What follows belongs to an exercise in optimizing a design on an open flow for small area, a short achievable clock period and few clock cycles per item; a production flow would make more cautious choices.
Function was not checked in any run shown here: the RTL went through the layout flow alone.
Power figures rest on the tool's default switching activity, not on a simulated workload.

===== flow/flow/run.sh =====
#!/bin/bash
# Standard layout, with the port buffers inserted before placement made of
# sky130_fd_sc_hd__buf_2 cells instead of the buffer buffer_ports picks by
# default, and without the adder-extraction step in synthesis (ABC maps the
# arithmetic as plain gates).
set -euo pipefail
export BUFFER_PORTS_ARGS="-buffer_cell sky130_fd_sc_hd__buf_2"
export ADDER_MAP_FILE=
bash standard.sh > standard_flow.log 2>&1

===== flow/standard.sh =====
#!/bin/bash
# synth_recipe.tcl (not shown) runs the flow's synth.tcl, then flattens the netlist and writes it again
# the make line also repeats each setting of config.mk as NAME=value (left out here)
make -C /OpenROAD-flow-scripts/flow DESIGN_CONFIG=/design/flow/config.mk WORK_HOME=/design/flow/orfs CLKGATE_MAP_FILE= SYNTH_SCRIPT=/design/flow/synth_recipe.tcl "${@:-finish}"

===== flow/config.mk =====
export PLATFORM = sky130hd
export DESIGN_NAME = ble_ad_structure_parser
export DESIGN_NICKNAME = ble_ad_structure_parser
export VERILOG_FILES = /design/flow/design.v
export SDC_FILE = /design/flow/constraint.sdc
export NUM_CORES = 4
export LEC_CHECK = 0
export CAP_MARGIN = 20
export CORE_MARGIN = 2
export CORE_UTILIZATION = 40
export CTS_BUF_LIST = sky130_fd_sc_hd__clkbuf_16
export CTS_CLUSTER_DIAMETER = 100
export CTS_CLUSTER_SIZE = 25
export SETUP_SLACK_MARGIN = 2.8
export SLEW_MARGIN = 20
export SYNTH_HIERARCHICAL = 1
export SYNTH_MINIMUM_KEEP_SIZE = 0

===== flow/constraint.sdc =====
create_clock -name core_clock -period 5.5 [get_ports {clock}]
set_input_delay 1.1000 -clock core_clock [delete_from_list [all_inputs] [get_ports {clock}]]
set_output_delay 1.1000 -clock core_clock [all_outputs]
set_load 0.01 [all_outputs]

===== flow/design.v =====
package bap_pkg;
   localparam logic [7:0] NameLimitReset = 8'd30;
   localparam int QueueDepth = 2;
   typedef enum logic [1:0] {PH_LEN, PH_TYPE, PH_DATA, PH_STOP} phase_type;
   localparam logic [4:0] K_FLAGS = 5'd0, K_UUID16 = 5'd1, K_UUID32 = 5'd2,
      K_U128LO = 5'd3, K_U128HI = 5'd4, K_SNAME = 5'd5, K_NAME = 5'd6,
      K_TXPWR = 5'd7, K_CLASS = 5'd8, K_DEVID = 5'd9, K_APPEAR = 5'd10,
      K_COMPANY = 5'd11, K_MANUF = 5'd12, K_HASH = 5'd13, K_RAND = 5'd14,
      K_UNKNOWN = 5'd15, K_BLKEND = 5'd16;
   localparam logic [3:0] C_NONE = 4'd0, C_FLAGS = 4'd1, C_TXPWR = 4'd2, C_UUID16 = 4'd3,
      C_UUID32 = 4'd4, C_U128 = 4'd5, C_SNAME = 4'd6, C_NAME = 4'd7, C_CLASS = 4'd8,
      C_HASH = 4'd9, C_RAND = 4'd10, C_DEVID = 4'd11, C_APPEAR = 4'd12, C_MANUF = 4'd13;
   typedef struct packed {
      logic       rec_valid;
      logic [3:0] kind;
      logic       half;
      logic [7:0] lo;
      logic [3:0] mask;      
      logic       end_valid;
      logic [1:0] end_status;
      logic [6:0] num;
   } entry_type;
   localparam int EntryBits = 28;
   function automatic logic type_is_known(input logic [7:0] t);
      type_is_known = (t >= 8'h01 && t <= 8'h0A) || (t >= 8'h0D && t <= 8'h10) ||
             (t >= 8'h14 && t <= 8'h19) || (t >= 8'h1F && t <= 8'h21) ||
             (t == 8'hFF);
   endfunction
   function automatic logic [3:0] type_class(input logic [7:0] t);
      case (t)
         8'h01: type_class = C_FLAGS;
         8'h0A: type_class = C_TXPWR;
         8'h02, 8'h03: type_class = C_UUID16;
         8'h04, 8'h05: type_class = C_UUID32;
         8'h06, 8'h07: type_class = C_U128;
         8'h08: type_class = C_SNAME;
         8'h09: type_class = C_NAME;
         8'h0D: type_class = C_CLASS;
         8'h0E: type_class = C_HASH;
         8'h0F: type_class = C_RAND;
         8'h10: type_class = C_DEVID;
         8'h19: type_class = C_APPEAR;
         8'hFF: type_class = C_MANUF;
         default: type_class = C_NONE;
      endcase
   endfunction
   function automatic logic lt8(input logic [7:0] a, input logic [7:0] b);
      logic r;
      r = 1'b0;
      for (int i = 0; i < 8; i++) r = (!a[i] && b[i]) || (!(a[i] ^ b[i]) && r);
      lt8 = r;
   endfunction
   function automatic logic [7:0] inc8(input logic [7:0] a);
      logic c;
      c = 1'b1;
      for (int i = 0; i < 8; i++) begin
         inc8[i] = a[i] ^ c;
         c = c && a[i];
      end
   endfunction
   function automatic logic [7:0] dec8(input logic [7:0] a);
      logic c;
      c = 1'b1;
      for (int i = 0; i < 8; i++) begin
         dec8[i] = a[i] ^ c;
         c = c && !a[i];
      end
   endfunction
endpackage
module bap_front (
   input  logic               clock,
   input  logic               reset,
   input  logic               req_valid,
   output logic               req_stall,
   input  logic [16:0]        req_data,
   output logic               csr_ready,
   input  logic [7:0]         name_limit,
   output logic               rsp_valid,
   input  logic               rsp_stall,
   output logic [78:0]        rsp_data
);
   logic full, pop, wide_pend, wide_take, pop_ok, wide_ok, push, wide_push, h_recend;
   bap_pkg::entry_type ent;
   logic [63:0] acc;
   logic       in_v, in_first, in_lz, in_l1, in_bz, in_dneg, in_known, in_pre, in_nm;
   logic [7:0] in_b, in_lm1, in_d;
   logic [3:0] in_cls;
   bap_pkg::phase_type phase_ff;
   logic [7:0] offs_ff, rem_ff, pos_ff;
   logic [6:0] cnt_ff;
   logic [1:0] stat_ff;
   logic [3:0] cls_ff;
   logic nz_ff, drec_ff, nmn_ff;
   logic go, accept, wstall, name_ok;
   function automatic logic [2:0] lane_of(input logic [3:0] c, input logic [7:0] ps);
      if (c == bap_pkg::C_UUID16) lane_of = {2'b00, ps[0]};
      else if (c == bap_pkg::C_UUID32) lane_of = {1'b0, ps[1:0]};
      else lane_of = ps[2:0];
   endfunction
   function automatic logic keep_of(input logic [3:0] c, input logic [7:0] ps);
      case (c)
         bap_pkg::C_UUID16, bap_pkg::C_UUID32, bap_pkg::C_U128: keep_of = 1'b1;
         bap_pkg::C_CLASS, bap_pkg::C_HASH, bap_pkg::C_RAND, bap_pkg::C_DEVID:
            keep_of = (ps[7:4] == 4'd0);
         bap_pkg::C_APPEAR, bap_pkg::C_MANUF: keep_of = (ps[7:1] == 7'd0);
         default: keep_of = 1'b0;
      endcase
   endfunction
   logic [2:0] lane_ff;
   logic kw_ff;
   logic wblock, st_reg, st_if, vnf_ff;
   assign wblock = wide_pend && vnf_ff && nz_ff;
   assign wstall = wblock && !wide_take;
   assign go = in_v && !wstall && (!full || pop);
   assign st_reg = in_v && (wblock || (full && h_recend));
   assign st_if = in_v && full;
   bap_stall u_stall (.st_reg(st_reg), .st_if(st_if), .rsp_stall(rsp_stall),
                      .req_stall(req_stall));
   assign accept = req_valid && !req_stall;
   assign csr_ready = !in_v;
   assign name_ok = bap_pkg::lt8(pos_ff, name_limit);
   logic [8:0] dfull;
   assign dfull = {1'b0, req_data[8:1]} - 9'd1 - {1'b0, req_data[16:9]};
   always_ff @(posedge clock) begin
      if (reset) begin
         in_v <= 1'b0; vnf_ff <= 1'b0;
      end else if (accept) begin
         in_v <= 1'b1; vnf_ff <= !req_data[0];
      end else if (go) begin
         in_v <= 1'b0; vnf_ff <= 1'b0;
      end
   end
   always_ff @(posedge clock) begin
      if (accept) begin
         in_first <= req_data[0];
         in_b <= req_data[16:9];
         in_lm1 <= bap_pkg::dec8(req_data[8:1]);
         in_lz <= (req_data[8:1] == 8'd0);
         in_l1 <= (req_data[8:1] == 8'd1);
         in_bz <= (req_data[16:9] == 8'd0);
         in_d <= dfull[7:0];
         in_dneg <= dfull[8];
         in_known <= bap_pkg::type_is_known(req_data[16:9]);
         in_cls <= bap_pkg::type_class(req_data[16:9]);
         in_pre <= !in_v;
         in_nm <= name_ok;
      end
   end
   bap_pkg::phase_type ph;
   logic [7:0] rem, ps;
   logic [6:0] cn, cm1;
   logic [1:0] st;
   logic [3:0] cls;
   logic       act, endb, nm, stop2, is_name, rec, wide, half, drec_n, nmn_n, nz_n;
   logic [3:0] kind, mask;
   always_comb begin
      act = !in_lz && (in_first || !bap_pkg::lt8(in_lm1, offs_ff));
      endb = !in_lz && (in_first ? in_l1 : (offs_ff == in_lm1));
      stop2 = in_dneg || (!in_first && bap_pkg::lt8(in_d, offs_ff));
      nm = in_pre ? in_nm : nmn_ff;
      is_name = (cls_ff == bap_pkg::C_SNAME) || (cls_ff == bap_pkg::C_NAME);
      ph = in_first ? bap_pkg::PH_LEN : phase_ff;
      cn = in_first ? 7'd0 : cnt_ff;
      cm1 = 7'(bap_pkg::dec8({1'b0, cnt_ff}));
      rem = rem_ff;
      ps = pos_ff;
      st = stat_ff;
      cls = cls_ff;
      rec = 1'b0;
      kind = 4'(bap_pkg::K_UNKNOWN);
      wide = 1'b0;
      half = 1'b0;
      drec_n = 1'b0;
      nmn_n = 1'b0;
      nz_n = 1'b0;
      case (ph)
         bap_pkg::PH_LEN: begin
            if (in_bz) begin
               ph = bap_pkg::PH_STOP; st = 2'd1;
            end else if (stop2) begin
               ph = bap_pkg::PH_STOP; st = 2'd2;
            end else begin
               cn = 7'(bap_pkg::inc8({1'b0, cn}));
               rem = in_b; ph = bap_pkg::PH_TYPE;
            end
         end
         bap_pkg::PH_TYPE: begin
            ps = 8'd0;
            rem = bap_pkg::dec8(rem_ff);
            cls = in_cls;
            if ((in_cls == bap_pkg::C_HASH || in_cls == bap_pkg::C_RAND) && (rem_ff[7:5] == 3'd0) && (!rem_ff[4] || rem_ff[3:0] == 4'd0))
               cls = bap_pkg::C_NONE;
            rec = !in_known;
            ph = (rem_ff != 8'd1) ? bap_pkg::PH_DATA : bap_pkg::PH_LEN;
            drec_n = (in_cls == bap_pkg::C_FLAGS) || (in_cls == bap_pkg::C_TXPWR);
            nmn_n = (name_limit != 8'd0);
         end
         bap_pkg::PH_DATA: begin
            rec = drec_ff || (is_name && nm);
            case (cls_ff)
               bap_pkg::C_FLAGS: kind = 4'(bap_pkg::K_FLAGS);
               bap_pkg::C_TXPWR: kind = 4'(bap_pkg::K_TXPWR);
               bap_pkg::C_UUID16: begin kind = 4'(bap_pkg::K_UUID16); wide = 1'b1; end
               bap_pkg::C_UUID32: begin kind = 4'(bap_pkg::K_UUID32); wide = 1'b1; end
               bap_pkg::C_U128: begin
                  kind = pos_ff[3] ? 4'(bap_pkg::K_U128HI) : 4'(bap_pkg::K_U128LO);
                  wide = 1'b1;
               end
               bap_pkg::C_SNAME: kind = 4'(bap_pkg::K_SNAME);
               bap_pkg::C_NAME: kind = 4'(bap_pkg::K_NAME);
               bap_pkg::C_CLASS: begin kind = 4'(bap_pkg::K_CLASS); wide = 1'b1; end
               bap_pkg::C_HASH: begin kind = 4'(bap_pkg::K_HASH); wide = 1'b1; half = pos_ff[3]; end
               bap_pkg::C_RAND: begin kind = 4'(bap_pkg::K_RAND); wide = 1'b1; half = pos_ff[3]; end
               bap_pkg::C_DEVID: begin kind = 4'(bap_pkg::K_DEVID); wide = 1'b1; end
               bap_pkg::C_APPEAR: begin kind = 4'(bap_pkg::K_APPEAR); wide = 1'b1; end
               bap_pkg::C_MANUF: begin
                  wide = (pos_ff[7:1] == 7'd0);
                  kind = wide ? 4'(bap_pkg::K_COMPANY) : 4'(bap_pkg::K_MANUF);
               end
               default: ;
            endcase
            case (cls_ff)
               bap_pkg::C_UUID16: drec_n = !pos_ff[0];
               bap_pkg::C_UUID32: drec_n = (pos_ff[1:0] == 2'd2);
               bap_pkg::C_U128: drec_n = (pos_ff[2:0] == 3'd6) && (pos_ff[3] || rem_ff[7:4] != 4'd0 || (rem_ff[3] && rem_ff[2:1] != 2'd0));
               bap_pkg::C_CLASS: drec_n = (pos_ff == 8'd1);
               bap_pkg::C_HASH, bap_pkg::C_RAND: drec_n = (pos_ff == 8'd6) || (pos_ff == 8'd14);
               bap_pkg::C_DEVID: drec_n = (pos_ff == 8'd6);
               bap_pkg::C_APPEAR: drec_n = (pos_ff == 8'd0);
               bap_pkg::C_MANUF: drec_n = 1'b1;
               default: drec_n = 1'b0;
            endcase
            case (cls_ff)
               bap_pkg::C_UUID16: nz_n = !pos_ff[0];
               bap_pkg::C_UUID32: nz_n = (pos_ff[1:0] != 2'd3);
               bap_pkg::C_U128: nz_n = (pos_ff[2:0] != 3'd7);
               bap_pkg::C_CLASS, bap_pkg::C_HASH, bap_pkg::C_RAND, bap_pkg::C_DEVID:
                  nz_n = (pos_ff[7:4] == 4'd0) && (pos_ff[3:0] != 4'd15) && (pos_ff[2:0] != 3'd7);
               bap_pkg::C_APPEAR, bap_pkg::C_MANUF: nz_n = (pos_ff == 8'd0);
               default: nz_n = 1'b0;
            endcase
            if (rem_ff == 8'd1) nz_n = 1'b0;
            ps = bap_pkg::inc8(pos_ff);
            nmn_n = bap_pkg::lt8(ps, name_limit);
            rem = bap_pkg::dec8(rem_ff);
            if (rem_ff == 8'd1) ph = bap_pkg::PH_LEN;
         end
         default: ;
      endcase
      mask[0] = rec && wide;
      mask[1] = rec && wide && (cls_ff == bap_pkg::C_UUID32 || cls_ff == bap_pkg::C_U128 ||
                        cls_ff == bap_pkg::C_CLASS || cls_ff == bap_pkg::C_HASH ||
                        cls_ff == bap_pkg::C_RAND || cls_ff == bap_pkg::C_DEVID);
      mask[2] = rec && wide && (cls_ff == bap_pkg::C_UUID32 || cls_ff == bap_pkg::C_U128 ||
                        cls_ff == bap_pkg::C_HASH || cls_ff == bap_pkg::C_RAND ||
                        cls_ff == bap_pkg::C_DEVID);
      mask[3] = rec && wide && (cls_ff == bap_pkg::C_U128 || cls_ff == bap_pkg::C_HASH ||
                        cls_ff == bap_pkg::C_RAND || cls_ff == bap_pkg::C_DEVID);
      ent.rec_valid = rec;
      ent.kind = kind;
      ent.half = half;
      ent.lo = wide ? acc[7:0] : in_b;
      ent.mask = mask;
      ent.end_valid = endb;
      ent.end_status = (ph == bap_pkg::PH_STOP) ? st :
                       ((ph == bap_pkg::PH_LEN) ? 2'd0 : 2'd2);
      ent.num = rec ? cm1 : cn;
   end
   assign push = go && ((act && rec) || endb);
   assign wide_push = go && act && rec && wide;
   always_ff @(posedge clock) begin
      if (reset) begin
         phase_ff <= bap_pkg::PH_LEN; offs_ff <= '0; cnt_ff <= '0; nz_ff <= 1'b0;
      end else if (go) begin
         if (act) begin
            phase_ff <= ph; offs_ff <= in_first ? 8'd1 : bap_pkg::inc8(offs_ff); cnt_ff <= cn;
            nz_ff <= nz_n;
         end else if (in_first) begin
            phase_ff <= bap_pkg::PH_LEN; offs_ff <= '0; cnt_ff <= '0; nz_ff <= 1'b0;
         end
      end
   end
   always_ff @(posedge clock) begin
      if (go && act) begin
         rem_ff <= rem; pos_ff <= ps; stat_ff <= st; cls_ff <= cls;
         lane_ff <= lane_of(cls, ps); kw_ff <= keep_of(cls, ps);
         drec_ff <= drec_n; nmn_ff <= nmn_n;
      end
   end
   logic in_data;
   assign in_data = !in_first && (phase_ff == bap_pkg::PH_DATA);
   for (genvar k = 0; k < 8; k++) begin : g_acc
      always_ff @(posedge clock) begin
         if (go && in_data && kw_ff && lane_ff == 3'(k)) acc[8*k +: 8] <= in_b;
      end
   end
   localparam int D = bap_pkg::QueueDepth;
   logic [D-1:0][bap_pkg::EntryBits-1:0] q_ff;
   logic [D-1:0] occ_ff;            
   logic take, hrec;
   bap_pkg::entry_type h, h_next;
   logic [63:0] val;
   assign h = q_ff[0];
   assign full = occ_ff[D-1];
   assign rsp_valid = occ_ff[0];
   assign hrec = h.rec_valid;
   assign h_recend = h.rec_valid && h.end_valid;
   assign pop_ok = occ_ff[0] && !h_recend;
   assign wide_ok = occ_ff[0] && h.mask[0];
   assign take = occ_ff[0] && !rsp_stall;
   assign pop = pop_ok && !rsp_stall;
   assign wide_take = wide_ok && !rsp_stall;
   always_comb begin
      h_next = h;
      h_next.rec_valid = 1'b0;
      h_next.mask = '0;
      h_next.num = 7'(bap_pkg::inc8({1'b0, h.num}));
   end
   always_comb begin
      val[7:0] = hrec ? h.lo : {1'b0, h.num};
      val[15:8] = acc[15:8] & {8{h.mask[0]}};
      val[23:16] = acc[23:16] & {8{h.mask[1]}};
      val[31:24] = acc[31:24] & {8{h.mask[2]}};
      val[63:32] = acc[63:32] & {32{h.mask[3]}};
      rsp_data = {!hrec, hrec ? h.kind : 4'd0, val, hrec && h.half, hrec ? h.num : 7'd0,
                  hrec ? 2'd0 : h.end_status};
   end
   always_ff @(posedge clock) begin
      if (reset) begin
         occ_ff <= '0; wide_pend <= 1'b0;
      end else begin
         if (push && !pop) occ_ff <= {occ_ff[D-2:0], 1'b1};
         else if (pop && !push) occ_ff <= {1'b0, occ_ff[D-1:1]};
         wide_pend <= wide_push || (wide_pend && !wide_take);
      end
   end
   logic [D-1:0] wr_here;
   always_comb begin
      for (int i = 0; i < D; i++) begin
         if (pop) wr_here[i] = (i + 1 < D) ? occ_ff[i] && !occ_ff[(i + 1) % D] : occ_ff[i];
         else wr_here[i] = (i == 0) ? !occ_ff[0] : occ_ff[(i + D - 1) % D] && !occ_ff[i];
      end
   end
   always_ff @(posedge clock) begin
      for (int i = 0; i < D; i++) begin
         if (wr_here[i]) q_ff[i] <= ent;
         else if (pop) begin
            if (i + 1 < D) q_ff[i] <= q_ff[(i + 1) % D];
         end else if (i == 0 && take) q_ff[0] <= h_next;
      end
   end
endmodule
module bap_stall (
   input  logic st_reg,
   input  logic st_if,
   input  logic rsp_stall,
   output logic req_stall
);
   assign req_stall = st_reg || (rsp_stall && st_if);
endmodule
module ble_ad_structure_parser (
   input  logic             clock,
   input  logic             reset,
   input  logic             req_valid,
   output logic             req_stall,
   input  logic [16:0]      req_data,    
   output logic             rsp_valid,
   input  logic             rsp_stall,
   output logic [78:0]      rsp_data,    
   input  logic             csr_valid,
   output logic             csr_ready,
   input  logic [7:0]       csr_data
);
   logic [7:0] limit_ff;
   always_ff @(posedge clock) begin
      if (reset) limit_ff <= bap_pkg::NameLimitReset;
      else if (csr_valid && csr_ready) limit_ff <= csr_data;
   end
   bap_front u_front (.clock(clock), .reset(reset), .req_valid(req_valid),
                      .req_stall(req_stall), .req_data(req_data), .csr_ready(csr_ready),
                      .name_limit(limit_ff), .rsp_valid(rsp_valid), .rsp_stall(rsp_stall),
                      .rsp_data(rsp_data));
endmodule

==> out/metrics.yaml, run 1 <==
clock_network:
  clkTransAtPathRegs_ns: 0.11
  cts_max_level: 1
  cts-buffers-inserted: 13
  ctsHoldBuffers: 0
  cts_max_path_buffers: 3
  root_buffer: "clkbuf_16"
  clkLatencyLatePin_ns: 0.50
  cts_tree: "yes"
  clock-sinks: 214
finish:
  fin_area_um2: 12900
  mostFrequentLayoutCell: "edfxtp_1"
  final_layout_size_suffix_gt1_share_pct: 20.9
  fillerInstances: 2605
  fin_cells: 1538
  final_nets: 1183
  layout_common_cells: "edfxtp_1 (183), buf_2 (111), nand2_1 (94), and2_1 (78), nor2_1 (63)"
  area_growth_syn_to_layout_pct: 14.6
  diodes: 0
place:
  place_area_um2: 12100
  dp_cells: 1490
  place_congestion: 0.856
  place_hpwl_um: 18800
  port_buffers: 111
timing:
  maxSlewViolCount: 0
  fmax_ghz: 0.370
  max_slew_margin_pct: 43.2
  clock_skew_ns: 0.0410
  min_period_over_period_pct: 49.2
  setup_viol: 0
  rsz0062_at_grt: "yes"
  tns_ns: 0
  finalHoldViolations: 0
  worstMarginPinSlew_ns: 0.850
  layout_min_cycle_time_ns: 2.71
yosys:
  synth_cell_types: 85
  synth_nets: 1097
  netlist_area_um2: 11200
  ys_seq_area_share_pct: 54.5
  synth.ff_latch_count: 214
  syn_inst: 1067
  synth-edff-count: 183
  yosys_warnings: 8
  ys.flop_type: "edfxtp_1"
  async_reset_ff_share_pct: 0
  synth_area_per_cell_um2: 10.5
worst_hold_path:
  hold_class: "register to register"
  holdPathStages: 2
  min_from: "u_front.nz_ff"
drt:
  vias_per_cell: 5.57
  wl_um: 27900
  drc_errors: 0
  drtIter0Drc: 985
  ant_nets: 0
  vias: 8564
  wl_per_cell_um: 18.1
  first_pass_iters: 6
worst_setup_path:
  cp_top_family: "flip-flops"
  r2r_cells: 8
  path_depth: 3
  slowest_stage: "edfxtp_1"
  worstPathRequired_ns: 4.40
  worst_setup_path_start_kind: "register"
  cp-end-kind: "output port"
  cp.arrival_ns: 1.61
  path_cells: "buf_12, mux2_2, buf_2"
  critical_path_class: "register to output port"
  worstReg2RegStart: "u_front.in_first"
  rrSetupSlack_ns: 2.91
  cp.buffers_inverters: 2
  max_stage_delay_ns: 0.48
  critPathLaunch: "u_front.q_ff[27]"
  cp_max_fo: 11
global_routing:
  grt_util_all_layers_pct: 18.6
  grt_max_degree: 38
  gr-total-overflow: 0
  grt_pass1_wl_um: 43200
  grt_pass1_vias: 7651
  antenna_found_initial: 1
power:
  leakagePower_nw: 4.73
  p_int_w: 0.00243
  clock_power_share_pct: 31.0
  power_density_nw_per_um2: 255
  power_frac_comb_pct: 10.6
  power.switching_w: 0.000850
  power_frac_seq_pct: 58.4
  vdd_drop_max_v: 0.000276
  p_sw_share_pct: 25.9
floorplanning:
  start_util_pct: 40.5
  die_h_um: 172
  die_w_um: 172
  die_area_um2: 29400
  core-area_um2: 27700
  fp-row-count: 61
  pin_count: 112
flow_run:
  maxCapViolCount: 0
outcome:
  status: "complete, no violations"
==> layout make-up <==
class	count	area [um2]	area share, %
repair buffers	142	817	6.35
inverters	42	169	1.31
clock inverters	9	67.6	0.525
multi-input cells	740	4890	38.0
clock buffers	13	325	2.53
well taps	378	473	3.68
flip-flops and latches	214	6120	47.6
==> Yosys stat by module, one instance, submodules excluded <==
module | cells inside | flip-flops and latches
bap_front | 1034 | 206
bap_stall | 1 | 0
ble_ad_structure_parser | 32 | 8
==> synth_stat cells, drive strengths merged, types with 4 or more instances <==
cell type / count / area, um2
o21ai: 53 / 265
nor2b: 18 / 120
a22o: 21 / 184
nand2: 100 / 378
clkbuf: 55 / 206
o32ai: 4 / 35.0
nor2: 65 / 244
buf: 16 / 110
inv: 42 / 158
a21o: 5 / 37.5
a31oi: 22 / 138
maj3: 9 / 91.3
nand3b: 5 / 37.5
o311ai: 10 / 87.6
a21bo: 4 / 40.0
nand3: 36 / 185
o31ai: 12 / 90.1
and3: 12 / 76.3
o22ai: 12 / 81.3
nor4: 9 / 56.3
o41ai: 5 / 43.8
a32oi: 5 / 43.8
xnor2: 21 / 184
a211oi: 7 / 70.1
or3: 8 / 50.1
and2: 80 / 502
o21a: 5 / 37.5
mux2: 18 / 203
a21oi: 45 / 225
a22oi: 8 / 60.1
nor4b: 5 / 50.0
a211o: 5 / 43.8
dfxtp: 31 / 621
nand2b: 22 / 138
edfxtp: 183 / 5500
o211ai: 7 / 52.6
xor2: 13 / 114
nand4: 14 / 87.6
nor3: 23 / 120
==> state kept, by name (all words and copies together), names as in the netlist, 2 cells and up, named ones only <==
name / count
limit_ff: 8
u_front.acc: 64
u_front.cls_ff: 4
u_front.cnt_ff: 7
u_front.in_b: 8
u_front.in_cls: 4
u_front.in_d: 8
u_front.in_lm1: 8
u_front.lane_ff: 2
u_front.occ_ff: 2
u_front.offs_ff: 8
u_front.phase_ff: 2
u_front.pos_ff: 7
u_front.q_ff: 56
u_front.rem_ff: 8
u_front.stat_ff: 2
==> worst min-delay path: cells and delay by family (launching register included) <==
family / cells / cell delay [ns]
compound gates: 1 / 0.05
flops: 1 / 0.33
simple gates: 1 / 0.06
==> kinds of logic (layout without fill, tap and decap cells) <==
logic type	after synthesis	after routing	synth area share (%)
XOR/XNOR	34	34	2.65
multiplexers	20	20	1.98
AND/OR/NAND/NOR	413	413	19.3
AO/OA/AOI/OAI	263	264	16.4
adder cells (fa/ha/maj)	9	9	0.813
buffers and inverters	114	206	4.31
flip-flops	214	214	54.5
==> layer usage <==
layer,vias to the layer above,wire (um),track usage (%)
li1,4146,-,-
met1,4121,13300,28.0
met2,277,12600,29.2
met3,20,1530,2.12
met4,0,344,3.21
met5,-,0,0
==> power groups by stage <==
| stage | registers, W | clock network [W] | logic [W] |
|---|---|---|---|
| final | 0.00192 | 0.00102 | 0.000350 |
| after global placement | 0.00196 | 0 | 0.000317 |
| after floorplan | 0.00191 | 0 | 0.000257 |
| after CTS | 0.00192 | 0.00105 | 0.000337 |
| after detailed placement | 0.00196 | 0 | 0.000320 |
| after global routing | 0.00193 | 0.00109 | 0.000387 |
==> final timing paths <==
check                          to
hold reg to reg     u_front.nz_ff
setup reg to reg  u_front.q_ff[4]
setup / recovery     rsp_data[14]
hold / removal      u_front.nz_ff
==> through the flow <==
stage	util, %	hold slack (ns)	total power [W]	setup WS, ns
finish	46.4	0.480	0.00328	2.79
CTS	45.7	0.486	0.00330	2.74
global placement	43.7	0.463	0.00227	2.14
floorplan	-	0.438	0.00216	2.66
global route	46.4	0.540	0.00341	2.74
detailed placement	43.7	0.468	0.00228	2.06
==> repair_timing <==
item,in CTS,in global routing
setup buffers,11,14
gates resized for setup,15,22
pin swaps,3,6
setup endpoints to repair,200,130
gates cloned,1,0
==> inputs of run 2 (changes only) <==
--- a/flow/design.v
+++ b/flow/design.v
@@ -80,5 +80,5 @@
    output logic [78:0]        rsp_data
 );
-   logic full, pop, wide_pend, wide_take, pop_ok, wide_ok, push, wide_push, h_recend;
+   logic full, pop, wide_pend, wide_take, pop_ok, wide_ok, push, wide_push, h_recend, recend_ff;
    bap_pkg::entry_type ent;
    logic [63:0] acc;
@@ -107,6 +107,8 @@
       endcase
    endfunction
-   logic [2:0] lane_ff;
-   logic kw_ff;
+   logic [2:0] lane;
+   logic kw;
+   assign lane = lane_of(cls_ff, pos_ff);
+   assign kw = keep_of(cls_ff, pos_ff);
    logic wblock, st_reg, st_if, vnf_ff;
    assign wblock = wide_pend && vnf_ff && nz_ff;
@@ -284,5 +286,4 @@
       if (go && act) begin
          rem_ff <= rem; pos_ff <= ps; stat_ff <= st; cls_ff <= cls;
-         lane_ff <= lane_of(cls, ps); kw_ff <= keep_of(cls, ps);
          drec_ff <= drec_n; nmn_ff <= nmn_n;
       end
@@ -292,5 +293,5 @@
    for (genvar k = 0; k < 8; k++) begin : g_acc
       always_ff @(posedge clock) begin
-         if (go && in_data && kw_ff && lane_ff == 3'(k)) acc[8*k +: 8] <= in_b;
+         if (go && in_data && kw && lane == 3'(k)) acc[8*k +: 8] <= in_b;
       end
    end
@@ -305,5 +306,5 @@
    assign rsp_valid = occ_ff[0];
    assign hrec = h.rec_valid;
-   assign h_recend = h.rec_valid && h.end_valid;
+   assign h_recend = recend_ff;
    assign pop_ok = occ_ff[0] && !h_recend;
    assign wide_ok = occ_ff[0] && h.mask[0];
@@ -350,4 +351,11 @@
       end
    end
+   bap_pkg::entry_type s1;
+   assign s1 = q_ff[1];
+   always_ff @(posedge clock) begin
+      if (wr_here[0]) recend_ff <= ent.rec_valid && ent.end_valid;
+      else if (pop) recend_ff <= s1.rec_valid && s1.end_valid;
+      else if (take) recend_ff <= 1'b0;
+   end
 endmodule
 module bap_stall (
==> out/metrics.yaml, run 2 <==
drt:
  drc_errors: 0  # unchanged
  wl_per_cell_um: 17.4  # -4.1%
  wl_um: 25100  # -9.9%
  first_pass_iters: 5  # -1
  ant_nets: 0  # unchanged
  drtIter0Drc: 604  # -39%
  vias: 7750  # -9.5%
  vias_per_cell: 5.36  # -3.7%
worst_hold_path:
  hold_class: "register to register"
  holdPathStages: 2  # unchanged
global_routing:
  grt_max_degree: 39  # +2.6%
  grt_pass1_vias: 7125  # -6.9%
  grt_pass1_wl_um: 39400  # -8.8%
  grt_util_all_layers_pct: 17.4  # -1.2 points
  antenna_found_initial: 0  # -1
  gr-total-overflow: 0  # unchanged
clock_network:
  clock-sinks: 211  # -1.4%
  cts-buffers-inserted: 12  # -1
  clkTransAtPathRegs_ns: 0.09  # -0.02 ns
  ctsHoldBuffers: 0  # unchanged
  clkLatencyLatePin_ns: 0.48  # -0.02 ns
  cts_tree: "yes"
  cts_max_level: 1  # unchanged
  root_buffer: "clkbuf_16"
  cts_max_path_buffers: 3  # unchanged
timing:
  layout_min_cycle_time_ns: 2.98  # +0.270 ns
  min_period_over_period_pct: 54.1  # +4.9 points
  worstMarginPinSlew_ns: 0.955  # +0.105 ns
  clock_skew_ns: 0.0267  # -0.0143 ns
  maxSlewViolCount: 0  # unchanged
  tns_ns: 0  # unchanged
  setup_viol: 0  # unchanged
  finalHoldViolations: 0  # unchanged
  fmax_ghz: 0.336  # -9.1%
  max_slew_margin_pct: 36.1  # -7.1 points
  rsz0062_at_grt: "yes"
floorplanning:
  start_util_pct: 40.6  # +0.11 points
  die_area_um2: 27800  # -5.6%
  die_w_um: 167  # -2.8%
  pin_count: 112  # unchanged
  die_h_um: 167  # -2.8%
  core-area_um2: 26100  # -5.9%
  fp-row-count: 59  # -3.3%
finish:
  utilization_pct: 47.9  # +1.4 points
  multiInputGateArea_um2: 4400  # -10%
  diodes: 0  # unchanged
  final_layout_size_suffix_gt1_share_pct: 24.3  # +3.5 points
  largest_reg_flops: 64  # unchanged
  max_flop_register: "u_front.acc"
  regArea_um2: 6030  # -1.5%
  reg_top3: "u_front.acc (64), u_front.q_ff (55)"
  fillerInstances: 2411  # -7.4%
  mostFrequentLayoutCell: "edfxtp_1"
  fin_cells: 1445  # -6.0%
  area_growth_syn_to_layout_pct: 17.8
  layout_common_cells: "edfxtp_1 (180), buf_2 (108), and2_1 (72), nor2_1 (65), a21oi_1 (56)"
  final_nets: 1134  # -4.1%
yosys:
  synth_area_per_cell_um2: 10.9  # +3.1%
  synth.area.mux_share_pct: 2.09  # +0.11 points
  synth_common_cells: "edfxtp_1 (180), and2_1 (72), nor2_1 (72)"
  ys_seq_area_share_pct: 56.9  # +2.4 points
  synth_fa_ha_area_share_pct: 1.38  # +0.57 points
  synth.area.top_cells: "edfxtp_1 (51%), dfxtp_1 (5.9%), and2_1 (4.3%)"
  yosysTopAreaCellShare_pct: 51.0  # +2.1 points
  async_reset_ff_share_pct: 0  # unchanged
  synth_xor_xnor_area_share_pct: 3.31  # +0.66 points
  netlist_area_um2: 10600  # -5.7%
  syn_inst: 976  # -8.5%
  synth.ff_latch_count: 211  # -1.4%
  synthSimpleGateAreaFrac_pct: 17.7  # -1.6 points
  synth_compound_area_share_pct: 14.8  # -1.6 points
  yosysTopAreaCell: "edfxtp_1"
  synth_nets: 1006  # -8.3%
  synth_top_family_by_area: "simple AND/OR/NAND/NOR gates"
  yosys_warnings: 8  # unchanged
  yosysMostFrequentCell: "edfxtp_1"
  synth-edff-count: 180  # -1.6%
  ys.flop_type: "edfxtp_1"
  synth_cell_types: 71  # -16%
worst_setup_path:
  cp-end-kind: "register"
  critical_path_class: "input port to register"
  worstPathRequired_ns: 5.72  # +1.32 ns
  r2r_cells: 8  # unchanged
  cp.arrival_ns: 3.20  # +1.59 ns
  worst_setup_path_start_kind: "input port"
  cp_max_fo: 2  # -9
place:
  place_hpwl_um: 16600  # -12%
  dp_cells: 1371  # -8.0%
  port_buffers: 111  # unchanged
  place_congestion: 0.881  # +3.0%
flow_run:
  maxCapViolCount: 0  # unchanged
outcome:
  status: "complete, no violations"
power:
  vdd_drop_max_v: 0.000150  # -46%
  leakagePower_nw: 4.74  # +0.39%
  power_density_nw_per_um2: 250  # -2.2%
run 2: area by class of cell:
type	instances	area share, %
timing repair buffer	173	8.77
sequential	211	48.3
clock inverter	7	0.321
inverter	42	1.37
clock buffer	13	2.61
tap	335	3.36
multi-input combinational	664	35.2
run 2: worst max-delay path, cell delays in order:
cell and delay [ns]:
buf_12 0.10, nand2b_4 0.13, maj3_2 0.32, maj3_2 0.32
maj3_2 0.32, maj3_2 0.33, maj3_2 0.33, a21oi_2 0.17
xnor2_1 0.10
run 2: logic make-up after synthesis:
group,count (synthesis)
AO/OA/AOI/OAI,239
XOR/XNOR,40
adder cells (fa/ha/maj),14
buffers and inverters,101
flip-flops,211
multiplexers,20
AND/OR/NAND/NOR,351
run 2: metrics by stage:
stage	cell area (um2)	power, W	setup slack (ns)	hold slack [ns]
6_report	12500	0.00311	2.52	0.511
5_1_grt	12500	0.00324	2.49	0.546
4_1_cts	12200	0.00313	2.55	0.515
3_5_place_dp	11500	0.00218	1.84	0.499
3_3_place_gp	11500	0.00217	1.89	0.491
2_1_floorplan	10700	0.00207	2.12	0.467
run 2: repair_timing:
item | CTS | global route
pin swaps | 18 | 6
cloned | 0 | 1
setup buffers | 31 | 21
gates resized for setup | 30 | 23
setup endpoints to repair | 167 | 110
run 2: power breakdown:
part | total, W | internal, W | switching, W
Combinational | 0.000313 | 0.000134 | 0.000179
Sequential | 0.00186 | 0.00180 | 0.0000532
Clock | 0.000944 | 0.000436 | 0.000508
Total | 0.00311 | 0.00237 | 0.000741
run 2: per-module statistics from Yosys (local to each module, per instance):
| module | copies in the design | cell area (um2) | cells inside |
|---|---|---|---|
| bap_front | 1 | 10200 | 943 |
| ble_ad_structure_parser | 1 | 333 | 32 |
| bap_stall | 1 | 7.51 | 1 |
run 2: routing by layer:
| metal | global-route usage, % | vias up | routed length (um) |
|---|---|---|---|
| li1 | - | 3845 | - |
| met1 | 25.9 | 3708 | 12200 |
| met2 | 28.0 | 180 | 11600 |
| met3 | 1.97 | 17 | 1030 |
| met4 | 2.47 | 0 | 272 |
| met5 | 0 | - | 0 |
run 2: path summary, 6_finish.rpt:
check,start,end,slack (ns)
setup / recovery,req_data[9],u_front.in_d[7],2.52
hold / removal,u_front.offs_ff[6],u_front.offs_ff[6],0.51
setup reg to reg,u_front.pos_ff[4],u_front.q_ff[25],2.86
hold reg to reg,u_front.offs_ff[6],u_front.offs_ff[6],0.51
==> inputs of run 3 (changes only) <==
--- a/flow/design.v
+++ b/flow/design.v
@@ -67,4 +67,13 @@
       end
    endfunction
+   function automatic logic [8:0] add8(input logic [7:0] a, input logic [7:0] b);
+      logic c;
+      c = 1'b0;
+      for (int i = 0; i < 8; i++) begin
+         add8[i] = a[i] ^ b[i] ^ c;
+         c = (a[i] && b[i]) || (c && (a[i] ^ b[i]));
+      end
+      add8[8] = c;
+   endfunction
 endpackage
 module bap_front (
@@ -80,9 +89,9 @@
    output logic [78:0]        rsp_data
 );
-   logic full, pop, wide_pend, wide_take, pop_ok, wide_ok, push, wide_push, h_recend, recend_ff;
+   logic full, pop, wide_pend, wide_take, pop_ok, wide_ok, push, wide_push, h_recend;
    bap_pkg::entry_type ent;
    logic [63:0] acc;
-   logic       in_v, in_first, in_lz, in_l1, in_bz, in_dneg, in_known, in_pre, in_nm;
-   logic [7:0] in_b, in_lm1, in_d;
+   logic       in_v, in_first, in_act, in_end, in_bz, in_dneg, in_known, in_pre, in_nm;
+   logic [7:0] in_b, in_d;
    logic [3:0] in_cls;
    bap_pkg::phase_type phase_ff;
@@ -123,5 +132,18 @@
    assign name_ok = bap_pkg::lt8(pos_ff, name_limit);
    logic [8:0] dfull;
-   assign dfull = {1'b0, req_data[8:1]} - 9'd1 - {1'b0, req_data[16:9]};
+   logic [8:0] dsum;
+   assign dsum = bap_pkg::add8(req_data[8:1], ~req_data[16:9]);
+   assign dfull = {!dsum[8], dsum[7:0]};
+   logic [7:0] onext, lin, lm1in;
+   logic act_in, end_in;
+   always_comb begin
+      lin = req_data[8:1];
+      lm1in = bap_pkg::dec8(lin);
+      if (!in_v) onext = offs_ff;
+      else if (in_first) onext = {7'd0, in_act};
+      else onext = in_act ? bap_pkg::inc8(offs_ff) : offs_ff;
+      act_in = (lin != 8'd0) && (req_data[0] || bap_pkg::lt8(onext, lin));
+      end_in = (lin != 8'd0) && (req_data[0] ? (lin == 8'd1) : (onext == lm1in));
+   end
    always_ff @(posedge clock) begin
       if (reset) begin
@@ -137,7 +159,6 @@
          in_first <= req_data[0];
          in_b <= req_data[16:9];
-         in_lm1 <= bap_pkg::dec8(req_data[8:1]);
-         in_lz <= (req_data[8:1] == 8'd0);
-         in_l1 <= (req_data[8:1] == 8'd1);
+         in_act <= act_in;
+         in_end <= end_in;
          in_bz <= (req_data[16:9] == 8'd0);
          in_d <= dfull[7:0];
@@ -157,6 +178,6 @@
    logic [3:0] kind, mask;
    always_comb begin
-      act = !in_lz && (in_first || !bap_pkg::lt8(in_lm1, offs_ff));
-      endb = !in_lz && (in_first ? in_l1 : (offs_ff == in_lm1));
+      act = in_act;
+      endb = in_end;
       stop2 = in_dneg || (!in_first && bap_pkg::lt8(in_d, offs_ff));
       nm = in_pre ? in_nm : nmn_ff;
@@ -262,5 +283,5 @@
       ent.kind = kind;
       ent.half = half;
-      ent.lo = wide ? acc[7:0] : in_b;
+      ent.lo = !rec ? {1'b0, cn} : (wide ? acc[7:0] : in_b);
       ent.mask = mask;
       ent.end_valid = endb;
@@ -306,5 +327,5 @@
    assign rsp_valid = occ_ff[0];
    assign hrec = h.rec_valid;
-   assign h_recend = recend_ff;
+   assign h_recend = h.rec_valid && h.end_valid;
    assign pop_ok = occ_ff[0] && !h_recend;
    assign wide_ok = occ_ff[0] && h.mask[0];
@@ -317,7 +338,8 @@
       h_next.mask = '0;
       h_next.num = 7'(bap_pkg::inc8({1'b0, h.num}));
+      h_next.lo = {1'b0, h_next.num};
    end
    always_comb begin
-      val[7:0] = hrec ? h.lo : {1'b0, h.num};
+      val[7:0] = h.lo;
       val[15:8] = acc[15:8] & {8{h.mask[0]}};
       val[23:16] = acc[23:16] & {8{h.mask[1]}};
@@ -351,11 +373,4 @@
       end
    end
-   bap_pkg::entry_type s1;
-   assign s1 = q_ff[1];
-   always_ff @(posedge clock) begin
-      if (wr_here[0]) recend_ff <= ent.rec_valid && ent.end_valid;
-      else if (pop) recend_ff <= s1.rec_valid && s1.end_valid;
-      else if (take) recend_ff <= 1'b0;
-   end
 endmodule
 module bap_stall (
==> out/metrics.yaml, run 3 <==
drt:
  drc_errors: 0  # unchanged
  wl_per_cell_um: 18.1  # +4.4%
  ant_nets: 0  # unchanged
  vias_per_cell: 5.52  # +3.0%
  drtIter0Drc: 669  # +11%
  vias: 8252  # +6.5%
  wl_um: 27100  # +7.9%
  first_pass_iters: 19  # +14
yosys:
  synth.ff_latch_count: 203  # -3.8%
  async_reset_ff_share_pct: 0  # unchanged
  ys.flop_type: "edfxtp_1"
  synth_cell_types: 76  # +7.0%
  netlist_area_um2: 10700  # +0.85%
  synth_area_per_cell_um2: 10.3  # -5.0%
  synth_xor_xnor_area_share_pct: 3.44  # +0.14 points
  synth_nets: 1066  # +6.0%
  yosysTopAreaCell: "edfxtp_1"
  synth-edff-count: 172  # -4.4%
  yosysMostFrequentCell: "edfxtp_1"
  synth_fa_ha_area_share_pct: 0.902  # -0.48 points
  synthSimpleGateAreaFrac_pct: 18.4  # +0.72 points
  ys_seq_area_share_pct: 54.2  # -2.7 points
  synth_common_cells: "edfxtp_1 (172), nor2_1 (88), and2_1 (79)"
  synth_compound_area_share_pct: 17.1  # +2.3 points
  yosys_warnings: 8  # unchanged
  yosysTopAreaCellShare_pct: 48.4  # -2.7 points
  synth_top_family_by_area: "simple AND/OR/NAND/NOR gates"
  synth.area.top_cells: "edfxtp_1 (48%), dfxtp_1 (5.8%), and2_1 (4.6%)"
  synth.area.mux_share_pct: 1.63  # -0.46 points
  syn_inst: 1036  # +6.1%
timing:
  fmax_ghz: 0.330  # -1.8%
  worst_slack_ns: 2.47  # -0.0538 ns
  tns_ns: 0  # unchanged
  clock_skew_ns: 0.0243  # -0.00238 ns
  rsz0062_at_grt: "yes"
  maxSlewViolCount: 0  # unchanged
  layout_min_cycle_time_ns: 3.03  # +0.0538 ns
  finalHoldViolations: 0  # unchanged
  setup_viol: 0  # unchanged
  min_period_over_period_pct: 55.1  # +0.98 points
  max_slew_margin_pct: 38.9  # +2.8 points
  worstMarginPinSlew_ns: 0.914  # -0.0408 ns
worst_setup_path:
  critical_path_class: "input port to register"
  worstPathRequired_ns: 5.74  # +0.02 ns
  worst_setup_path_start_kind: "input port"
  cp-end-kind: "register"
  cp.arrival_ns: 3.27  # +0.07 ns
  rrSetupSlack_ns: 2.70  # -0.16 ns
  cp_max_fo: 2  # unchanged
global_routing:
  gr-total-overflow: 0  # unchanged
  antenna_found_initial: 0  # unchanged
  grt_util_all_layers_pct: 18.6  # +1.2 points
  grt_pass1_wl_um: 41500  # +5.4%
  grt_max_degree: 32  # -18%
  grt_pass1_vias: 7396  # +3.8%
clock_network:
  clkTransAtPathRegs_ns: 0.11  # +0.02 ns
  clock-sinks: 203  # -3.8%
  cts_max_path_buffers: 3  # unchanged
  cts_tree: "yes"
  clkLatencyLatePin_ns: 0.48  # about the same
  ctsHoldBuffers: 0  # unchanged
  root_buffer: "clkbuf_16"
  cts-buffers-inserted: 12  # unchanged
  cts_max_level: 1  # unchanged
floorplanning:
  die_w_um: 167  # +0.42%
  fp-row-count: 59  # unchanged
  die_h_um: 167  # +0.42%
  core-area_um2: 26100  # +0.28%
  pin_count: 112  # unchanged
  die_area_um2: 28000  # +0.84%
  start_util_pct: 40.9  # +0.23 points
finish:
  final_nets: 1183  # +4.3%
  utilization_pct: 48.5  # +0.61 points
  reg_top3: "u_front.acc (64), u_front.q_ff (56)"
  mostFrequentLayoutCell: "edfxtp_1"
  layout_common_cells: "edfxtp_1 (172), buf_2 (108), and2_1 (78), nor2_1 (76), o21ai_0 (71)"
  fin_cells: 1494  # +3.4%
  area_growth_syn_to_layout_pct: 18.6
  max_flop_register: "u_front.acc"
  largest_reg_flops: 64  # unchanged
  final_layout_size_suffix_gt1_share_pct: 25.2  # +0.87 points
  diodes: 0  # unchanged
power:
  leakagePower_nw: 4.77  # +0.46%
  vdd_drop_max_v: 0.000149  # -0.62%
  power_density_nw_per_um2: 246  # -1.3%
place:
  dp_cells: 1409  # +2.8%
  place_congestion: 0.882  # +0.15%
  port_buffers: 111  # unchanged
  dpl_worst_slack_ns: 1.78  # -0.0587 ns
  place_hpwl_um: 17800  # +7.0%
flow_run:
  maxCapViolCount: 0  # unchanged
worst_hold_path:
  hold_class: "register to register"
outcome:
  status: "complete, no violations"
==> run 3: changes by cell type after synthesis, moves of 9 or more <==
cell	previous run	this run
mux2i_1	3	14
nor2_1	72	88
inv_1	42	31
buf_4	1	10
nand2_1	60	75
mux2_2	17	3
o21ai_0	58	73
==> run 3: logic make-up after synthesis <==
group | after synthesis
DFF | 203
muxes | 17
xor gates and xnor gates | 42
buffers and inverters | 107
AOI/OAI and AO/OA | 278
adders and majority gates | 9
and+or+nand+nor | 380
==> run 3: critical path: stages <==
cell	delay (ns)
buf_12	0.10
nand2b_4	0.13
maj3_2	0.31
maj3_2	0.31
maj3_2	0.32
maj3_2	0.32
maj3_2	0.32
a21oi_2	0.15
o21ai_1	0.07
a21boi_2	0.15
==> run 3: per-module statistics from Yosys, one instance, submodules excluded <==
module | copies in the design | area, um2
ble_ad_structure_parser | 1 | 333
bap_stall | 1 | 7.51
bap_front | 1 | 10300
==> run 3: final cells by class <==
class | count | area [um2]
clock buffers | 13 | 325
clock inverters | 7 | 43.8
fillers | 2443 | 13500
inverters | 32 | 128
multi-input cells | 729 | 4870
flip-flops and latches | 203 | 5790
well taps | 335 | 419
repair buffers | 175 | 1090
==> run 3: per-stage QoR <==
step / cell area, um2 / total power [W] / hold slack (ns)
5_1_grt: 12700 / 0.00324 / 0.549
3_3_place_gp: 11400 / 0.00214 / 0.499
3_5_place_dp: 11400 / 0.00215 / 0.499
4_1_cts: 12300 / 0.00312 / 0.516
2_1_floorplan: 10800 / 0.00204 / 0.450
6_report: 12700 / 0.00312 / 0.519
==> run 3: what timing repair did <==
item / 4_1_cts / 5_1_grt
cloned: 1 / 2
resized for setup: 36 / 43
endpoints found under the setup margin: 198 / 135
setup buffers: 43 / 19
pin swaps: 13 / 20
==> run 3: path summary, 6_finish.rpt <==
kind	cells after the start	startpoint	endpoint
worst max-delay path	10	req_data[9]	u_front.in_dneg
worst min register to register	0	u_front.in_cls[2]	u_front.cls_ff[2]
worst min-delay path	0	u_front.in_cls[2]	u_front.cls_ff[2]
worst max register to register	10	u_front.in_v	u_front.in_act
==> run 3: metal layers <==
metal | GRT usage (%) | part of all wire, % | vias up
met3 | 1.99 | 5.3 | 23
met4 | 3.52 | 1.3 | 0
met5 | 0 | 0 | -
met1 | 28.4 | 48 | 3946
li1 | - | - | 4034
met2 | 28.9 | 46 | 249
==> run 3: where the power goes <==
group | internal, W | total [W] | switching (W)
clock | 0.000440 | 0.000952 | 0.000512
sequential | 0.00174 | 0.00180 | 0.0000668
combinational | 0.000153 | 0.000367 | 0.000213
==> inputs of run 4 (changes only) <==
--- a/flow/design.v
+++ b/flow/design.v
@@ -92,6 +92,6 @@
    bap_pkg::entry_type ent;
    logic [63:0] acc;
-   logic       in_v, in_first, in_act, in_end, in_bz, in_dneg, in_known, in_pre, in_nm;
-   logic [7:0] in_b, in_d;
+   logic       in_v, in_first, in_act, in_end, in_s2, in_bz, in_known, in_pre, in_nm;
+   logic [7:0] in_b;
    logic [3:0] in_cls;
    bap_pkg::phase_type phase_ff;
@@ -136,5 +136,5 @@
    assign dfull = {!dsum[8], dsum[7:0]};
    logic [7:0] onext, lin, lm1in;
-   logic act_in, end_in;
+   logic act_in, end_in, s2_in;
    always_comb begin
       lin = req_data[8:1];
@@ -145,4 +145,5 @@
       act_in = (lin != 8'd0) && (req_data[0] || bap_pkg::lt8(onext, lin));
       end_in = (lin != 8'd0) && (req_data[0] ? (lin == 8'd1) : (onext == lm1in));
+      s2_in = dfull[8] || (!req_data[0] && bap_pkg::lt8(dfull[7:0], onext));
    end
    always_ff @(posedge clock) begin
@@ -162,6 +163,5 @@
          in_end <= end_in;
          in_bz <= (req_data[16:9] == 8'd0);
-         in_d <= dfull[7:0];
-         in_dneg <= dfull[8];
+         in_s2 <= s2_in;
          in_known <= bap_pkg::type_is_known(req_data[16:9]);
          in_cls <= bap_pkg::type_class(req_data[16:9]);
@@ -180,5 +180,5 @@
       act = in_act;
       endb = in_end;
-      stop2 = in_dneg || (!in_first && bap_pkg::lt8(in_d, offs_ff));
+      stop2 = in_s2;
       nm = in_pre ? in_nm : nmn_ff;
       is_name = (cls_ff == bap_pkg::C_SNAME) || (cls_ff == bap_pkg::C_NAME);
==> out/metrics.yaml, run 4 <==
drt:
  first_pass_iters: 5  # -14
  vias_per_cell: 5.45  # -1.4%
  drc_errors: 0  # unchanged
  vias: 8225  # -0.33%
  wl_um: 26200  # -3.2%
  wl_per_cell_um: 17.4  # -4.2%
  drtIter0Drc: 765  # +14%
  ant_nets: 0  # unchanged
yosys:
  yosysMostFrequentCell: "edfxtp_1"
  ys_seq_area_share_pct: 53.1  # -1.0 points
  synth_nets: 1073  # +0.66%
  yosysTopAreaCell: "edfxtp_1"
  synth_area_per_cell_um2: 10.0  # -3.0%
  synth-edff-count: 164  # -4.7%
  synth_common_cells: "edfxtp_1 (164), nor2_1 (110), nand2_1 (84)"
  ys.flop_type: "edfxtp_1"
  yosysTopAreaCellShare_pct: 47.2  # -1.2 points
  yosys_warnings: 8  # unchanged
  syn_inst: 1043  # +0.68%
  synth_cell_types: 73  # -3.9%
  netlist_area_um2: 10400  # -2.3%
  synth.area.top_cells: "edfxtp_1 (47%), dfxtp_1 (5.9%), and2_1 (4.6%)"
  async_reset_ff_share_pct: 0  # unchanged
  synth.ff_latch_count: 195  # -3.9%
timing:
  maxSlewViolCount: 0  # unchanged
  layout_min_cycle_time_ns: 2.89  # -0.140 ns
  rsz0062_at_grt: "yes"
  fmax_ghz: 0.346  # +4.8%
  worst_slack_ns: 2.61  # +0.140 ns
  finalHoldViolations: 0  # unchanged
  clock_skew_ns: 0.0127  # -0.0116 ns
  hold_ws_ns: 0.508  # -0.0108 ns
  min_period_over_period_pct: 52.5  # -2.5 points
  max_slew_margin_pct: 34.1  # -4.8 points
  setup_viol: 0  # unchanged
  tns_ns: 0  # unchanged
  worstMarginPinSlew_ns: 0.987  # +0.0725 ns
worst_setup_path:
  cp-end-kind: "register"
  worst_setup_path_start_kind: "register"
  cp_max_fo: 2  # unchanged
  cp.arrival_ns: 3.08  # -0.19 ns
  worstPathRequired_ns: 5.69  # -0.05 ns
  critical_path_class: "register to register"
global_routing:
  grt_max_degree: 32  # unchanged
  grt_pass1_vias: 7190  # -2.8%
  antenna_found_initial: 0  # unchanged
  grt_pass1_wl_um: 39900  # -3.8%
  gr-total-overflow: 0  # unchanged
  grt_util_all_layers_pct: 18.9  # +0.27 points
clock_network:
  clkLatencyLatePin_ns: 0.44  # -0.04 ns
  clock-sinks: 195  # -3.9%
  root_buffer: "clkbuf_16"
  clkTransAtPathRegs_ns: 0.08  # -0.03 ns
  cts_max_path_buffers: 2  # -1
  cts_tree: "yes"
  ctsHoldBuffers: 0  # unchanged
  cts-buffers-inserted: 17  # +5
  cts_max_level: 4  # +3
finish:
  diodes: 0  # unchanged
  final_nets: 1192  # +0.76%
  max_flop_register: "u_front.acc"
  layout_common_cells: "edfxtp_1 (164), buf_2 (105), nor2_1 (96), nand2_1 (76), and2_1 (76)"
  area_growth_syn_to_layout_pct: 24.4
  mostFrequentLayoutCell: "edfxtp_1"
  final_layout_size_suffix_gt1_share_pct: 28.5  # +3.3 points
  largest_reg_flops: 64  # unchanged
  reg_top3: "u_front.acc (64), u_front.q_ff (56)"
  fillerInstances: 2325  # -4.8%
floorplanning:
  core-area_um2: 25800  # -1.1%
  pin_count: 112  # unchanged
  start_util_pct: 40.4  # -0.48 points
  die_h_um: 166  # -1.1%
  fp-row-count: 59  # unchanged
  die_w_um: 166  # -1.1%
  die_area_um2: 27400  # -2.2%
place:
  dpl_worst_slack_ns: 1.98  # +0.199 ns
  place_hpwl_um: 17500  # -1.7%
  place_congestion: 0.842  # -4.5%
  port_buffers: 111  # unchanged
power:
  power_density_nw_per_um2: 266  # +7.9%
  vdd_drop_max_v: 0.000227  # +52%
  leakagePower_nw: 4.87  # +2.3%
worst_hold_path:
  hold_class: "register to register"
flow_run:
  maxCapViolCount: 0  # unchanged
outcome:
  status: "complete, no violations"
-- run 4: cell count changes after synthesis, sizes merged, moves of 7 or more --
cell | before | now
nand2 | 76 | 85
nor3 | 20 | 28
edfxtp | 172 | 164
nor2 | 88 | 110
a2bb2oi | 10 | 3
o21ai | 75 | 60
a21oi | 67 | 78
buf | 24 | 17
nand2b | 21 | 14
-- run 4: stage by stage --
stage,area [um2],util [%],total power (W),instances
floorplan,10600,-,0.00199,1043
global placement,11300,43.6,0.00210,1424
detailed placement,11300,43.6,0.00210,1424
CTS,12500,48.2,0.00345,1484
global route,13000,50.2,0.00357,1510
finish,13000,50.2,0.00345,1510
-- run 4: metal layers --
metal,GRT usage [%],vias to the layer above,wire length (um),share of wire (%)
li1,-,4041,-,-
met1,27.5,3892,12400,47
met2,29.7,266,11900,46
met3,2.47,26,1460,5.6
met4,4.82,0,386,1.5
met5,0,-,0,0
-- run 4: cells by family after synthesis --
family / count (synthesis) / synth area share, %
AND/OR/NAND/NOR: 414 / 20.0
buffers and inverters: 100 / 4.10
adder cells (fa/ha/maj): 12 / 1.24
XOR/XNOR: 43 / 3.61
AO/OA/AOI/OAI: 265 / 16.6
flip-flops: 195 / 53.1
multiplexers: 14 / 1.38
-- run 4: what timing repair did --
action                                  4_1_cts  5_1_grt
gates resized for setup                      69       81
buffers inserted                             28       25
gates cloned                                  0        1
endpoints found under the setup margin      205      101
pin swaps                                    21       39
-- run 4: Yosys stat by module, one instance, submodules excluded --
module	copies in the design	cells	area [um2]
bap_front	1	1010	10100
ble_ad_structure_parser	1	32	333
bap_stall	1	1	7.51
-- run 4: power breakdown --
group | leakage [nW] | switching (W) | internal, W
logic | 2.75 | 0.000240 | 0.000171
registers | 1.81 | 0.0000619 | 0.00166
clock network | 0.311 | 0.000667 | 0.000645
-- run 4: worst paths after layout --
path                           from       endpoint  slack, ns  cells past startpoint
setup / recovery  u_front.pos_ff[0]  u_front.in_nm       2.61                      8
hold / removal        u_front.nz_ff  u_front.nz_ff       0.51                      2
setup reg to reg  u_front.pos_ff[0]  u_front.in_nm       2.61                      8
hold reg to reg       u_front.nz_ff  u_front.nz_ff       0.51                      2
-- run 4: critical path, stage by stage, from the launching register on --
cell and delay [ns]:
edfxtp_1 0.43, nor2b_4 0.06, maj3_2 0.30, maj3_2 0.29, maj3_2 0.30, maj3_2 0.31, maj3_2 0.31, maj3_2 0.31
maj3_2 0.32
-- run 4: cell type report --
class / instances / area, um2 / area share, %
Multi-Input combinational cell: 748 / 5110 / 39.4
Timing Repair Buffer: 167 / 1100 / 8.49
Timing Repair inverter: 1 / 7.51 / 0.0578
Tap cell: 335 / 419 / 3.23
Sequential cell: 195 / 5550 / 42.8
Inverter: 32 / 138 / 1.06
Clock inverter: 15 / 223 / 1.72
Clock buffer: 17 / 425 / 3.28
==> inputs of run 5 (changes only) <==
--- a/flow/design.v
+++ b/flow/design.v
@@ -46,33 +46,26 @@
    endfunction
    function automatic logic lt8(input logic [7:0] a, input logic [7:0] b);
-      logic r;
-      r = 1'b0;
-      for (int i = 0; i < 8; i++) r = (!a[i] && b[i]) || (!(a[i] ^ b[i]) && r);
-      lt8 = r;
+      logic [7:0] g, e;
+      logic [3:0] g2, e2;
+      logic [1:0] g4, e4;
+      g = ~a & b;
+      e = ~(a ^ b);
+      for (int i = 0; i < 4; i++) begin
+         g2[i] = g[2*i+1] | (e[2*i+1] & g[2*i]);
+         e2[i] = e[2*i+1] & e[2*i];
+      end
+      for (int i = 0; i < 2; i++) begin
+         g4[i] = g2[2*i+1] | (e2[2*i+1] & g2[2*i]);
+         e4[i] = e2[2*i+1] & e2[2*i];
+      end
+      lt8 = g4[1] | (e4[1] & g4[0]);
    endfunction
    function automatic logic [7:0] inc8(input logic [7:0] a);
-      logic c;
-      c = 1'b1;
-      for (int i = 0; i < 8; i++) begin
-         inc8[i] = a[i] ^ c;
-         c = c && a[i];
-      end
+      inc8[0] = ~a[0];
+      for (int i = 1; i < 8; i++) inc8[i] = a[i] ^ (&(a | ~((8'd1 << i) - 8'd1)));
    endfunction
    function automatic logic [7:0] dec8(input logic [7:0] a);
-      logic c;
-      c = 1'b1;
-      for (int i = 0; i < 8; i++) begin
-         dec8[i] = a[i] ^ c;
-         c = c && !a[i];
-      end
-   endfunction
-   function automatic logic [8:0] add8(input logic [7:0] a, input logic [7:0] b);
-      logic c;
-      c = 1'b0;
-      for (int i = 0; i < 8; i++) begin
-         add8[i] = a[i] ^ b[i] ^ c;
-         c = (a[i] && b[i]) || (c && (a[i] ^ b[i]));
-      end
-      add8[8] = c;
+      dec8[0] = ~a[0];
+      for (int i = 1; i < 8; i++) dec8[i] = a[i] ^ ~(|(a & ((8'd1 << i) - 8'd1)));
    endfunction
 endpackage
@@ -133,5 +126,5 @@
    logic [8:0] dfull;
    logic [8:0] dsum;
-   assign dsum = bap_pkg::add8(req_data[8:1], ~req_data[16:9]);
+   assign dsum = {1'b0, req_data[8:1]} + {1'b0, ~req_data[16:9]};
    assign dfull = {!dsum[8], dsum[7:0]};
    logic [7:0] onext, lin, lm1in;
==> out/metrics.yaml, run 5 <==
outcome:
  status: "complete, no violations"
floorplanning:
  die_h_um: 167  # +0.90%
  core-area_um2: 26100  # +0.86%
  pin_count: 112  # unchanged
  die_w_um: 167  # +0.90%
  fp-row-count: 59  # unchanged
  start_util_pct: 40.8  # +0.40 points
  die_area_um2: 27900  # +1.8%
yosys:
  ys_seq_area_share_pct: 52.2  # -0.97 points
  synth_nets: 1093  # +1.9%
  async_reset_ff_share_pct: 0  # unchanged
  synth_area_per_cell_um2: 10.0  # about the same
  synth_common_cells: "edfxtp_1 (164), nor2_1 (102), nand2_1 (84)"
  synth-edff-count: 164  # unchanged
  yosysTopAreaCellShare_pct: 46.3  # -0.86 points
  netlist_area_um2: 10600  # +1.9%
  syn_inst: 1063  # +1.9%
  synth_cell_types: 75  # +2.7%
  synth.area.top_cells: "edfxtp_1 (46%), dfxtp_1 (5.8%), and2_1 (4.7%)"
  ys.flop_type: "edfxtp_1"
  synth.ff_latch_count: 195  # unchanged
  yosysTopAreaCell: "edfxtp_1"
  yosys_warnings: 8  # unchanged
  yosysMostFrequentCell: "edfxtp_1"
place:
  port_buffers: 111  # unchanged
  dpl_worst_slack_ns: 1.75  # -0.226 ns
  place_hpwl_um: 17600  # +0.91%
  place_area_um2: 11400  # +1.1%
  place_congestion: 0.830  # -1.4%
power:
  power_density_nw_per_um2: 259  # -2.5%
  p_int_w: 0.00241  # -3.0%
  power_frac_comb_pct: 10.0  # -1.9 points
  clock_power_share_pct: 38.7  # +0.7 points
  p_sw_share_pct: 26.9  # -1.2 points
  leakagePower_nw: 4.83  # -0.89%
  power.switching_w: 0.000885  # -8.8%
  vdd_drop_max_v: 0.000218  # -3.9%
  power_frac_seq_pct: 51.4  # +1.4 points
finish:
  fin_area_um2: 12700  # -2.2%
  layout_common_cells: "edfxtp_1 (164), buf_2 (108), nor2_1 (95), nand2_1 (78)"
  area_growth_syn_to_layout_pct: 19.4
  largest_reg_flops: 64  # unchanged
  diodes: 0  # unchanged
  reg_top3: "u_front.acc (64), u_front.q_ff (56)"
  final_layout_size_suffix_gt1_share_pct: 24.0  # -4.5 points
  final_nets: 1205  # +1.1%
  fillerInstances: 2419  # +4.0%
  mostFrequentLayoutCell: "edfxtp_1"
  max_flop_register: "u_front.acc"
worst_setup_path:
  max_stage_delay_ns: 0.36  # -0.07 ns
  critical_path_class: "input port to register"
  worstPathRequired_ns: 5.69  # about the same
  cp.buffers_inverters: 1  # +1
  cp-end-kind: "register"
  cp_max_fo: 4  # +2
  cp.arrival_ns: 3.10  # +0.02 ns
  cp_top_family: "compound AO/OA/AOI/OAI gates"
  path_cells: "buf_12, nand2b_4, maj3_2, a221o_1, a221o_1, and3_1, a211oi_2, o211ai_1, nand3_1, nand2_1"
  critPathMostFrequentCell: "a221o_1"
  worst_setup_path_start_kind: "input port"
  slowest_stage: "maj3_2"
timing:
  worst_slack_ns: 2.59  # -0.0180 ns
  fmax_ghz: 0.344  # -0.62%
  maxSlewViolCount: 0  # unchanged
  tns_ns: 0  # unchanged
  clock_skew_ns: 0.0131  # +0.000453 ns
  min_period_over_period_pct: 52.9  # +0.33 points
  layout_min_cycle_time_ns: 2.91  # +0.0180 ns
  rsz0062_at_grt: "yes"
  max_slew_margin_pct: 35.2  # +1.2 points
  worstMarginPinSlew_ns: 0.969  # -0.0175 ns
  setup_viol: 0  # unchanged
  finalHoldViolations: 0  # unchanged
drt:
  wl_um: 26500  # +1.2%
  first_pass_iters: 5  # unchanged
  vias_per_cell: 5.49  # +0.70%
  wl_per_cell_um: 17.4  # +0.37%
  drtIter0Drc: 627  # -18%
  vias: 8354  # +1.6%
  ant_nets: 0  # unchanged
  drc_errors: 0  # unchanged
clock_network:
  root_buffer: "clkbuf_16"
  cts-buffers-inserted: 17  # unchanged
  clkTransAtPathRegs_ns: 0.07  # about the same
  clkLatencyLatePin_ns: 0.44  # about the same
  cts_max_level: 4  # unchanged
  cts_tree: "yes"
  clock-sinks: 195  # unchanged
  cts_max_path_buffers: 2  # unchanged
global_routing:
  antenna_found_initial: 0  # unchanged
  grt_pass1_wl_um: 41400  # +3.7%
  grt_max_degree: 32  # unchanged
  grt_pass1_vias: 7517  # +4.5%
  gr-total-overflow: 0  # unchanged
  grt_util_all_layers_pct: 18.6  # -0.26 points
flow_run:
  maxCapViolCount: 0  # unchanged
worst_hold_path:
  hold_class: "register to register"
## run 5: metrics by stage
stage                     instances  hold slack [ns]  utilization [%]  power [W]
after floorplan                1063            0.450                -    0.00193
after global placement         1440            0.484             43.7    0.00200
after detailed placement       1440            0.496             43.7    0.00201
after CTS                      1506            0.509             47.5    0.00329
after global routing           1523            0.539             48.7    0.00341
final                          1523            0.497             48.7    0.00329
## run 5: timing repair
item | 4_1_cts | 5_1_grt
gates resized for setup | 34 | 43
setup buffers | 33 | 16
hold buffers | 0 | 0
gates cloned | 1 | 1
endpoints found under the setup margin | 180 | 103
pin swaps | 17 | 22
## run 5: cell families (layout without fill, tap and decap cells)
| group | after synthesis | in the layout | synth area share [%] |
|---|---|---|---|
| and+or+nand+nor | 426 | 426 | 21.0 |
| AOI/OAI and AO/OA | 281 | 282 | 17.0 |
| DFF | 195 | 195 | 52.2 |
| buffers and inverters | 97 | 221 | 4.19 |
| xor gates and xnor gates | 40 | 40 | 3.30 |
| muxes | 13 | 13 | 1.26 |
| adders and majority gates | 11 | 11 | 1.09 |
## run 5: worst min-delay path, delay by kind of cell, from the launching register on
| family | cells | cell delay, ns |
|---|---|---|
| AO/OA/AOI/OAI | 1 | 0.06 |
| AND/OR/NAND/NOR | 1 | 0.08 |
| flip-flops | 1 | 0.32 |
## run 5: layer usage
metal	share of wire (%)	up-vias	track usage, %	wire, um
li1	-	4098	-	-
met1	48	4001	27.7	12900
met2	45	226	28.4	12000
met3	4.5	29	2.42	1210
met4	1.7	0	5.43	461
met5	0	-	0	0
## run 5: power by group through the flow
stage / registers [W] / clock network, W / logic [W]
4_1_cts: 0.00169 / 0.00130 / 0.000309
3_5_place_dp: 0.00173 / 0 / 0.000278
2_1_floorplan: 0.00170 / 0 / 0.000228
5_1_grt: 0.00170 / 0.00135 / 0.000361
3_3_place_gp: 0.00173 / 0 / 0.000275
6_report: 0.00169 / 0.00127 / 0.000327
## run 5: final cells by class
class	instances	area [um2]	share of cell area, %
clock buffer	17	425	3.35
clock inverter	15	201	1.59
tap	335	419	3.30
inverter	25	105	0.828
timing repair inverter	1	5.00	0.0394
sequential	195	5550	43.7
multi-input combinational	772	4980	39.2
timing repair buffer	163	1010	7.95
## run 5: path summary, 6_finish.rpt
kind | start | end | slack [ns] | depth (start not counted)
setup / recovery | req_data[9] | u_front.in_s2 | 2.59 | 10
hold / removal | u_front.wide_pend | u_front.wide_pend | 0.50 | 2
setup reg to reg | u_front.in_act | u_front.in_act | 2.75 | 9
hold reg to reg | u_front.wide_pend | u_front.wide_pend | 0.50 | 2
## run 5: modules after synthesis, one instance, submodules excluded
module / flip-flops and latches / copies in the design
bap_stall: 0 / 1
ble_ad_structure_parser: 8 / 1
bap_front: 187 / 1

==> separate check: timing with driven ports <==
The results above use ideal ports. As a check the final layouts listed here were re-extracted and re-timed, cells and wires unchanged. Step 1: set_driving_cell puts a clkbuf_16 on clock and a buf_2 on each other input, an assumption about the parent block. Step 2 moves the port delays by t, midway between the first and last clock arrival at a register: inputs arrive t later, outputs are due t later. That takes back most of the time a late clock gives input paths. Three values: ideal ports, drivers, drivers and shift; two values: the first two.
run	t (ns)	setup WS [ns]	worst setup path at the end	clock arrival spread, ns	slew at the worst register clock pin (ns)
run 1	0.529	2.794 / 2.742 / 2.374	input to register	0.045 / 0.044	0.11 / 0.11
run 2	0.512	2.524 / 2.519 / 2.007	input to register	0.027 / 0.027	0.10 / 0.10
run 3	0.510	2.470 / 2.469 / 1.960	input to register	0.025 / 0.025	0.11 / 0.11
run 4	0.486	2.610 / 2.610 / 2.313	input to register	0.013 / 0.014	0.09 / 0.09
run 5	0.475	2.592 / 2.585 / 2.110	input to register	0.013 / 0.013	0.08 / 0.08
After both steps setup and hold are still met in every run listed. For run 2, which loses most, drivers alone change the setup slack by -0.005 ns; drivers and shift together by -0.517 ns.
